This is an optimization exercise on Yosys and OpenROAD, whose aim is small area, not a production implementation.
In this exercise RTL edits were held to simulation tests only and were not proved equivalent to the original.
Power figures rest on the tool's default switching activity, not on a simulated workload.

==> flow/design.v (excerpt) <==
module rename_top (
    input  logic        clk,
    input  logic        rst_n,
    input  logic        dispatch_valid_i,
    input  logic [4:0]  rs1_i,
    input  logic [4:0]  rs2_i,
    input  logic [4:0]  rd_i,
    input  logic [31:0] imm_i,
    input  logic        src_imm_i,
    output logic        dispatch_ready_o,
    input  logic        stall_i,
    output logic        ren_valid_o,
    output logic [4:0]  rd_tag_o,
    output logic [4:0]  rs1_tag_o,
    output logic [31:0] rs1_data_o,
    output logic [4:0]  rs2_tag_o,
    output logic [31:0] rs2_data_o,
    input  logic        commit_valid_i,
    input  logic [4:0]  commit_areg_i,
    input  logic [4:0]  commit_preg_i,
    input  logic [31:0] commit_data_i,
    input  logic        flush_i
);
export LEC_CHECK = 0
export CAP_MARGIN = 20
export CORE_MARGIN = 2
export CORE_UTILIZATION = 50
export SLEW_MARGIN = 20
create_clock -name core_clock -period 12.0 [get_ports {clk}]
standard.sh (not shown) runs the stock make flow with config.mk's settings and CLKGATE_MAP_FILE= SYNTH_SCRIPT=/design/flow/synth_recipe.tcl, a recipe that flattens the netlist after the stock synthesis.
==> flow/flow/run.sh <==
#!/bin/bash
# Own layout flow: the standard ORFS flow (standard.sh) with three changes:
#  - synthesis maps logic with an area-oriented ABC script (flow/area.abc);
#    everything else in synthesis is the standard flow's own script (flow/synth_area.tcl),
#    except that the per-entry next-state logic of the speculative table
#    (module spec_entry_next) is mapped on its own before flattening;
#  - port buffers are the smallest buffer cell;
#  - clock tree synthesis without dummy loads and with larger sink clusters.
# Each step's tool output is in orfs/logs/; make's own output in flow_make.log.
set -euo pipefail
W=$PWD
export AREA_ABC_SCRIPT=$W/flow/area.abc
B=sky130_fd_sc_hd__
bash standard.sh \
  SYNTH_SCRIPT=$W/flow/synth_area.tcl \
  SYNTH_KEEP_MODULES=spec_entry_next \
  "BUFFER_PORTS_ARGS=-buffer_cell ${B}buf_1" \
  "CTS_ARGS=-sink_clustering_enable -repair_clock_nets -dont_use_dummy_load -buf_list ${B}clkbuf_16 -sink_clustering_size 25 -sink_clustering_max_diameter 80" \
  finish > $W/flow_make.log 2>&1
==> flow/flow/area.abc <==
strash
&get -n
&st
&dch
&nf -a -R 1000
&put
topo
==> flow/flow/synth_area.tcl <==
# The standard flow's synthesis script (synth_recipe.tcl) with one change: the abc call
# maps with the ABC script named by AREA_ABC_SCRIPT instead of ORFS's own.
proc synth {args} { yosys synth -nofsm -noshare {*}$args }
proc abc {args} {
  set i [lsearch -exact $args -script]
  if { $i >= 0 } { set args [lreplace $args [expr {$i + 1}] [expr {$i + 1}] $::env(AREA_ABC_SCRIPT)] }
  yosys abc {*}$args
}
source $::env(SCRIPTS_DIR)/synth.tcl
# left out here: clear keep_hierarchy, flatten, clean up, hide names made inside functions, write 1_2_yosys.v
Then changed:
--- a/flow/design.v
+++ b/flow/design.v
@@ -9,28 +9,14 @@
     input  logic [4:0] cur_i,
     output logic [4:0] next_o
 );
     always_comb begin
         next_o = (arch_i  & {5{restore_i}})
                | (wdata_i & {5{write_i}})
                | (cur_i   & {5{hold_i}});
-    end
-endmodule
-`default_nettype wire
-`timescale 1ns/1ns
-`default_nettype none
-module rf_read_bit (
-    input  logic [15:0] sel_i,
-    input  logic [15:0] data_i,
-    input  logic        byp_i,
-    input  logic        byp_data_i,
-    output logic        y_o
-);
-    always_comb begin
-        y_o = (|(sel_i & data_i)) | (byp_i & byp_data_i);
     end
 endmodule
 `default_nettype wire
 `timescale 1ns/1ns
 `default_nettype none
 module rename_top (
     input  logic        clk,
@@ -199,36 +185,14 @@
     logic [15:0] sel2;
     logic        rdy1;
     logic        rdy2;
     logic        hit1;
     logic        hit2;
     logic [31:0] val1;
     logic [31:0] val2;
-    logic [15:0] rsel1;
-    logic [15:0] rsel2;
-    logic [15:0] prf_col [0:31];
-    always_comb begin
-        rsel1 = sel1 & {16{!hit1}};
-        rsel2 = sel2 & {16{!hit2}};
-        for (int b = 0; b < 32; b++) begin
-            for (int i = 0; i < 16; i++) begin
-                prf_col[b][i] = prf[i][b];
-            end
-        end
-    end
-    for (genvar b = 0; b < 32; b++) begin : g_rd
-        rf_read_bit u_rd1 (
-            .sel_i(rsel1), .data_i(prf_col[b]),
-            .byp_i(hit1), .byp_data_i(commit_data_i[b]), .y_o(val1[b])
-        );
-        rf_read_bit u_rd2 (
-            .sel_i(rsel2), .data_i(prf_col[b]),
-            .byp_i(hit2), .byp_data_i(commit_data_i[b]), .y_o(val2[b])
-        );
-    end
     always_comb begin
         src1 = 5'd0;
         src2 = 5'd0;
         for (int r = 1; r < 32; r++) begin
             src1 = src1 | (spec_tab[r] & {5{buf_rs1 == 5'(r)}});
             src2 = src2 | (spec_tab[r] & {5{buf_rs2 == 5'(r)}});
         end
@@ -236,27 +200,29 @@
         sel2[0] = src2[4];
         for (int i = 1; i < 16; i++) begin
             sel1[i] = (src1[3:0] == 4'(i));
             sel2[i] = (src2[3:0] == 4'(i));
         end
         rdy1 = (src1 == 5'd0);
         rdy2 = (src2 == 5'd0);
+        val1 = '0;
+        val2 = '0;
         for (int i = 0; i < 16; i++) begin
             rdy1 = rdy1 | (sel1[i] & ready[i]);
             rdy2 = rdy2 | (sel2[i] & ready[i]);
+            val1 = val1 | ({32{sel1[i]}} & prf[i]);
+            val2 = val2 | ({32{sel2[i]}} & prf[i]);
         end
         hit1 = commit_free && (src1 == commit_preg_i);
         hit2 = commit_free && (src2 == commit_preg_i);
-    end
-    always_comb begin
         rs1_tag_o  = (rdy1 || hit1) ? 5'd0 : src1;
-        rs1_data_o = val1;
+        rs1_data_o = hit1 ? commit_data_i : val1;
         if (buf_src_imm) begin
             rs2_tag_o  = 5'd0;
             rs2_data_o = {buf_imm, buf_rs2};
         end else begin
             rs2_tag_o  = (rdy2 || hit2) ? 5'd0 : src2;
-            rs2_data_o = val2;
+            rs2_data_o = hit2 ? commit_data_i : val2;
         end
     end
 endmodule
 `default_nettype wire
Effect: Synthesized area came out higher by 0.61%; power went down by 0.35%; cell area increases by 0.98%; first-iteration DRC count came out higher by 4.8%; sequential share of layout area came out lower by 0.60 points; global-route usage came out higher by 0.68 points; wire length rose by 2.3%; die area increases by 0.60%.

---

Another version of the RTL of rename_top (not shown whole).
For scale: ~2400 cells after synthesis, about 890 flip-flops, ~180 I/O pins, about 36000 um^2 of cells after synthesis.
Settings: LEC_CHECK=0, CAP_MARGIN=20, CORE_MARGIN=2, CORE_UTILIZATION=50, SLEW_MARGIN=20; clock period 12.0 ns.
==> flow/flow/run.sh <==
#!/bin/bash
# Own layout flow: the standard ORFS flow (standard.sh) with three changes:
#  - synthesis maps logic with an area-oriented ABC script (flow/area.abc);
#    everything else in synthesis is the standard flow's own script (flow/synth_area.tcl),
#    except that the per-entry next-state logic of the speculative table
#    (module spec_entry_next) and the and-or-invert blocks of the read muxes
#    (modules aoi222, aoi22, nand6, nand11) are mapped on their own before
#    flattening;
#  - port buffers are the smallest buffer cell;
#  - clock tree synthesis without dummy loads and with larger sink clusters.
# Each step's tool output is in orfs/logs/; make's own output in flow_make.log.
set -euo pipefail
W=$PWD
export AREA_ABC_SCRIPT=$W/flow/area.abc
B=sky130_fd_sc_hd__
bash standard.sh \
  SYNTH_SCRIPT=$W/flow/synth_area.tcl \
  "SYNTH_KEEP_MODULES=spec_entry_next aoi222 aoi22 nand6 nand11" \
  "BUFFER_PORTS_ARGS=-buffer_cell ${B}buf_1" \
  "CTS_ARGS=-sink_clustering_enable -repair_clock_nets -dont_use_dummy_load -buf_list ${B}clkbuf_16 -sink_clustering_size 25 -sink_clustering_max_diameter 80" \
  finish > $W/flow_make.log 2>&1
==> flow/flow/area.abc <==
strash
&get -n
&st
&syn3
&dch
&nf -a -R 1000
&put
topo
Scripts as last shown in full above: flow/flow/synth_area.tcl
Then changed:
--- a/flow/design.v
+++ b/flow/design.v
@@ -222,24 +222,24 @@
     always_ff @(posedge clk) begin
         for (int r = 1; r < 32; r++) begin
             if (rst_pend || (commit_free && (commit_areg_i == 5'(r)))) begin
                 arch_tab[r] <= arch_wdata;
             end
         end
     end
     logic [31:1] spec_we;
     logic [31:1] spec_hold;
     always_comb begin
         for (int r = 1; r < 32; r++) begin
-            spec_we[r]   = rst_pend || (alloc && (buf_rd == 5'(r)));
-            spec_hold[r] = !(restore || spec_we[r]);
+            spec_we[r]   = !restore && (rst_pend || (alloc && (buf_rd == 5'(r))));
+            spec_hold[r] = !restore && !spec_we[r];
         end
     end
     logic [4:0] spec_next [1:31];
     for (genvar r = 1; r < 32; r++) begin : g_spec
         spec_entry_next u_next (
             .restore_i(restore),
             .write_i  (spec_we[r]),
             .hold_i   (spec_hold[r]),
             .arch_i   (arch_tab[r]),
             .wdata_i  (spec_wdata),
             .cur_i    (spec_tab[r]),
@@ -302,24 +302,24 @@
     end
     for (genvar b = 0; b < 5; b++) begin : g_trd
         tab_read_bit u_trd1 (.sel_i(rs1_dec), .data_i(spec_col[b]), .y_o(src1_rd[b]));
         tab_read_bit u_trd2 (.sel_i(rs2_dec), .data_i(spec_col[b]), .y_o(src2_rd[b]));
     end
     logic [15:0] rsel1;
     logic [15:0] rsel2;
     logic [15:0] prf_col [0:31];
     logic [31:0] imm_val;
     assign imm_val = {buf_imm, buf_rs2};
     always_comb begin
-        rsel1 = sel1 & ready;
-        rsel2 = sel2 & ready & {16{!buf_src_imm}};
+        rsel1 = sel1 & {16{!hit1}};
+        rsel2 = sel2 & {16{!hit2 && !buf_src_imm}};
         for (int b = 0; b < 32; b++) begin
             for (int i = 0; i < 16; i++) begin
                 prf_col[b][i] = prf[i][b];
             end
         end
     end
     for (genvar b = 0; b < 32; b++) begin : g_rd
         rf_read_bit u_rd1 (
             .sel_i(rsel1), .data_i(prf_col[b]),
             .byp_i(hit1), .byp_data_i(commit_data_i[b]), .y_o(val1[b])
         );
@@ -333,24 +333,24 @@
         src1 = src1_rd;
         src2 = src2_rd;
         sel1[0] = src1[4];
         sel2[0] = src2[4];
         for (int i = 1; i < 16; i++) begin
             sel1[i] = (src1[3:0] == 4'(i));
             sel2[i] = (src2[3:0] == 4'(i));
         end
         rdy1 = (src1 == 5'd0);
         rdy2 = (src2 == 5'd0);
         for (int i = 0; i < 16; i++) begin
-            rdy1 = rdy1 | rsel1[i];
-            rdy2 = rdy2 | rsel2[i];
+            rdy1 = rdy1 | (sel1[i] & ready[i]);
+            rdy2 = rdy2 | (sel2[i] & ready[i]);
         end
         hit1 = commit_free && (src1 == commit_preg_i);
         hit2 = commit_free && (src2 == commit_preg_i);
     end
     always_comb begin
         rs1_tag_o  = (rdy1 || hit1) ? 5'd0 : src1;
         rs1_data_o = val1;
         rs2_tag_o  = (buf_src_imm || rdy2 || hit2) ? 5'd0 : src2;
         rs2_data_o = val2;
     end
 endmodule
Setup slack gets worse by 0.77 ns.
Total power came out higher by about 0.8%.
Wire length fell by about 0.64%.
Clock-buffer cell count is lower by 1.
Design area is higher by 0.94%.
Fmax decreases by about 8%.
Synthesized area stays flat.
Die area stays flat.
Non-clock buffer count increases by 21.
Worst hold slack gets better by 0.020 ns.
Global-route usage is lower by 0.45 points.

---

## lane 1
The RTL this note starts from:
==> flow/design.v <==
`timescale 1ns/1ns
`default_nettype none
module rename_top (
    input  logic        clk,
    input  logic        rst_n,
    input  logic        dispatch_valid_i,
    input  logic [4:0]  rs1_i,
    input  logic [4:0]  rs2_i,
    input  logic [4:0]  rd_i,
    input  logic [31:0] imm_i,
    input  logic        src_imm_i,
    output logic        dispatch_ready_o,
    input  logic        stall_i,
    output logic        ren_valid_o,
    output logic [4:0]  rd_tag_o,
    output logic [4:0]  rs1_tag_o,
    output logic [31:0] rs1_data_o,
    output logic [4:0]  rs2_tag_o,
    output logic [31:0] rs2_data_o,
    input  logic        commit_valid_i,
    input  logic [4:0]  commit_areg_i,
    input  logic [4:0]  commit_preg_i,
    input  logic [31:0] commit_data_i,
    input  logic        flush_i
);
    logic        buf_valid;
    logic [4:0]  buf_rs1;
    logic [4:0]  buf_rs2;
    logic [4:0]  buf_rd;
    logic [31:5] buf_imm;
    logic        buf_src_imm;
    logic [4:0]  spec_tab [1:31];
    logic [4:0]  arch_tab [1:31];
    logic [31:0] prf [0:15];
    logic [15:0] ready;
    logic [4:0]  alloc_ptr;
    logic [4:0]  free_ptr;
    logic        commit_free;
    logic        writes_rd;
    logic        exhausted;
    logic        fire;
    logic        alloc;
    logic [4:0]  alloc_tag;
    logic [4:0]  free_ptr_next;
    always_comb begin
        commit_free = commit_valid_i && (commit_preg_i != 5'd0);
        writes_rd   = (buf_rd != 5'd0);
        exhausted   = (alloc_ptr[4] != free_ptr[4]) && (alloc_ptr[3:0] == free_ptr[3:0]);
        fire        = buf_valid && !stall_i && !flush_i && (!writes_rd || !exhausted);
        alloc       = fire && writes_rd;
        alloc_tag   = {alloc_ptr[3:0] == 4'd0, alloc_ptr[3:0]};
        free_ptr_next = free_ptr + {4'd0, commit_free};
        dispatch_ready_o = !flush_i && (!buf_valid || fire);
        ren_valid_o      = fire;
        rd_tag_o         = writes_rd ? alloc_tag : 5'd0;
    end
    always_ff @(posedge clk or negedge rst_n) begin
        if (!rst_n) begin
            buf_valid <= 1'b0;
        end else if (flush_i) begin
            buf_valid <= 1'b0;
        end else if (dispatch_ready_o) begin
            buf_valid <= dispatch_valid_i;
        end
    end
    always_ff @(posedge clk) begin
        if (dispatch_ready_o && dispatch_valid_i) begin
            buf_rs1     <= rs1_i;
            buf_rs2     <= src_imm_i ? imm_i[4:0] : rs2_i;
            buf_rd      <= rd_i;
            buf_imm     <= imm_i[31:5];
            buf_src_imm <= src_imm_i;
        end
    end
    always_ff @(posedge clk or negedge rst_n) begin
        if (!rst_n) begin
            free_ptr <= 5'd1;
        end else begin
            free_ptr <= free_ptr_next;
        end
    end
    always_ff @(posedge clk or negedge rst_n) begin
        if (!rst_n) begin
            alloc_ptr <= 5'd1;
        end else if (flush_i) begin
            alloc_ptr <= free_ptr_next;
        end else if (alloc) begin
            alloc_ptr <= alloc_ptr + 5'd1;
        end
    end
    logic rst_pend;
    always_ff @(posedge clk or negedge rst_n) begin
        if (!rst_n) begin
            rst_pend <= 1'b1;
        end else begin
            rst_pend <= 1'b0;
        end
    end
    logic [4:0] arch_wdata;
    logic [4:0] spec_wdata;
    logic       restore;
    always_comb begin
        arch_wdata = commit_preg_i & {5{!rst_pend}};
        spec_wdata = alloc_tag & {5{!rst_pend}};
        restore    = flush_i && !rst_pend;
    end
    always_ff @(posedge clk) begin
        for (int r = 1; r < 32; r++) begin
            if (rst_pend || (commit_free && (commit_areg_i == 5'(r)))) begin
                arch_tab[r] <= arch_wdata;
            end
        end
    end
    logic [31:1] spec_we;
    logic [31:1] spec_hold;
    always_comb begin
        for (int r = 1; r < 32; r++) begin
            spec_we[r]   = !restore && (rst_pend || (alloc && (buf_rd == 5'(r))));
            spec_hold[r] = !restore && !spec_we[r];
        end
    end
    always_ff @(posedge clk) begin
        for (int r = 1; r < 32; r++) begin
            spec_tab[r] <= (arch_tab[r] & {5{restore}})
                         | (spec_wdata  & {5{spec_we[r]}})
                         | (spec_tab[r] & {5{spec_hold[r]}});
        end
    end
    logic [15:0] wr_sel;
    logic [15:0] al_sel;
    always_comb begin
        for (int i = 0; i < 16; i++) begin
            al_sel[i] = (alloc_ptr[3:0] == 4'(i));
        end
        wr_sel[0] = commit_valid_i && commit_preg_i[4];
        for (int i = 1; i < 16; i++) begin
            wr_sel[i] = commit_valid_i && (commit_preg_i[3:0] == 4'(i));
        end
    end
    always_ff @(posedge clk) begin
        for (int i = 0; i < 16; i++) begin
            if (wr_sel[i]) prf[i] <= commit_data_i;
        end
    end
    always_ff @(posedge clk) begin
        for (int i = 0; i < 16; i++) begin
            if (wr_sel[i]) begin
                ready[i] <= 1'b1;
            end else if (alloc && al_sel[i]) begin
                ready[i] <= 1'b0;
            end
        end
    end
    logic [4:0]  src1;
    logic [4:0]  src2;
    logic [15:0] sel1;
    logic [15:0] sel2;
    logic        rdy1;
    logic        rdy2;
    logic        hit1;
    logic        hit2;
    logic [31:0] val1;
    logic [31:0] val2;
    always_comb begin
        src1 = 5'd0;
        src2 = 5'd0;
        for (int r = 1; r < 32; r++) begin
            if (buf_rs1 == 5'(r)) src1 = spec_tab[r];
            if (buf_rs2 == 5'(r)) src2 = spec_tab[r];
        end
        sel1[0] = src1[4];
        sel2[0] = src2[4];
        for (int i = 1; i < 16; i++) begin
            sel1[i] = (src1[3:0] == 4'(i));
            sel2[i] = (src2[3:0] == 4'(i));
        end
        rdy1 = (src1 == 5'd0);
        rdy2 = (src2 == 5'd0);
        val1 = '0;
        val2 = '0;
        for (int i = 0; i < 16; i++) begin
            rdy1 = rdy1 | (sel1[i] & ready[i]);
            rdy2 = rdy2 | (sel2[i] & ready[i]);
            val1 = val1 | ({32{sel1[i]}} & prf[i]);
            val2 = val2 | ({32{sel2[i]}} & prf[i]);
        end
        hit1 = commit_free && (src1 == commit_preg_i);
        hit2 = commit_free && (src2 == commit_preg_i);
        rs1_tag_o  = (rdy1 || hit1) ? 5'd0 : src1;
        rs1_data_o = hit1 ? commit_data_i : val1;
        if (buf_src_imm) begin
            rs2_tag_o  = 5'd0;
            rs2_data_o = {buf_imm, buf_rs2};
        end else begin
            rs2_tag_o  = (rdy2 || hit2) ? 5'd0 : src2;
            rs2_data_o = hit2 ? commit_data_i : val2;
        end
    end
endmodule
`default_nettype wire
Settings: LEC_CHECK=0, CAP_MARGIN=20, CORE_MARGIN=2, CORE_UTILIZATION=50, SLEW_MARGIN=20; clock period 12.0 ns.
==> flow/flow/run.sh <==
#!/bin/bash
# Own layout flow: the standard ORFS flow (standard.sh) with three changes:
#  - synthesis maps logic with an area-oriented ABC script (flow/area.abc),
#    everything else in synthesis is the standard flow's own script (flow/synth_area.tcl);
#  - port buffers are the smallest buffer cell;
#  - clock tree synthesis without dummy loads and with larger sink clusters.
# Each step's tool output is in orfs/logs/; make's own output in flow_make.log.
set -euo pipefail
W=$PWD
export AREA_ABC_SCRIPT=$W/flow/area.abc
B=sky130_fd_sc_hd__
bash standard.sh \
  SYNTH_SCRIPT=$W/flow/synth_area.tcl \
  "BUFFER_PORTS_ARGS=-buffer_cell ${B}buf_1" \
  "CTS_ARGS=-sink_clustering_enable -repair_clock_nets -dont_use_dummy_load -buf_list ${B}clkbuf_16 -sink_clustering_size 25 -sink_clustering_max_diameter 80" \
  finish > $W/flow_make.log 2>&1
==> flow/flow/area.abc <==
strash
&get -n
&st
&dch
&nf -a -R 1000
&put
topo
Scripts as last shown in full above: flow/flow/synth_area.tcl
Inputs modified between lane 1 and lane 2:
diff --git a/flow/design.v b/flow/design.v
--- a/flow/design.v
+++ b/flow/design.v
@@ -28,5 +28,5 @@
     logic [4:0]  buf_rs2;
     logic [4:0]  buf_rd;
-    logic [31:5] buf_imm;
+    logic [31:0] buf_imm;
     logic        buf_src_imm;
     logic [4:0]  spec_tab [1:31];
@@ -67,7 +67,7 @@
         if (dispatch_ready_o && dispatch_valid_i) begin
             buf_rs1     <= rs1_i;
-            buf_rs2     <= src_imm_i ? imm_i[4:0] : rs2_i;
+            buf_rs2     <= rs2_i;
             buf_rd      <= rd_i;
-            buf_imm     <= imm_i[31:5];
+            buf_imm     <= imm_i;
             buf_src_imm <= src_imm_i;
         end
@@ -191,5 +191,5 @@
         if (buf_src_imm) begin
             rs2_tag_o  = 5'd0;
-            rs2_data_o = {buf_imm, buf_rs2};
+            rs2_data_o = buf_imm;
         end else begin
             rs2_tag_o  = (rdy2 || hit2) ? 5'd0 : src2;
==> run summary <==
For via count, lane 2 and lane 1 come out practically identical. Across lane 1 and lane 2, the outcome is the same: a clean finish for every run. Clock share of power: lane 2 vs lane 1 — no meaningful difference. Delta (lane 2 minus lane 1): detailed-routing wirelength on met1 decreased by 1600 microns relative to the old numbers; final area closely matched the old numbers; post-layout instance count excluding filler cells decreased by 0.51% relative to the old numbers; number of instances in the synthesized netlist decreased by 9 relative to the old numbers. In lane 2, the combinational power came out about 3% below the value in lane 1.

==> port drivers added, routing unchanged <==
How much do the figures lean on ideal ports? The routed layouts below were timed once more, with nothing changed but the port constraints. Step 1 (the two cells are an assumption about what drives the block):
set clk [get_ports {clk}]
set_driving_cell -lib_cell sky130_fd_sc_hd__clkbuf_16 $clk
set_driving_cell -lib_cell sky130_fd_sc_hd__buf_2 [delete_from_list [all_inputs] $clk]
Step 2 adds t to the input delays and takes it off the output delays; t is the mean of the earliest and latest rising clock arrival at the registers after step 1. Input paths then give back, and output paths get back, about the clock's delay inside the block. Slacks: no drivers / after step 1 / after step 2; pairs: no drivers / after step 1.
run | t, ns | setup slack, ns | latest minus earliest clock arrival (ns) | worst slew at a driven data input, ns
the first run of note 1 | 0.672 | 0.966 / 0.900 / 1.572 | 0.065 / 0.065 | 0.12
the second run of note 1 | 0.673 | 1.717 / 1.647 / 2.320 | 0.082 / 0.082 | 0.10
the first run of note 2 | 0.679 | 3.491 / 3.420 / 4.100 | 0.046 / 0.047 | 0.10
the second run of note 2 | 0.675 | 2.718 / 2.647 / 3.000 | 0.075 / 0.074 | 0.10
lane 1 | 0.670 | 0.543 / 0.477 / 1.147 | 0.069 / 0.069 | 0.11
lane 2 | 0.675 | 1.092 / 1.025 / 1.700 | 0.077 / 0.077 | 0.08
After both steps setup and hold are still met in every run listed.
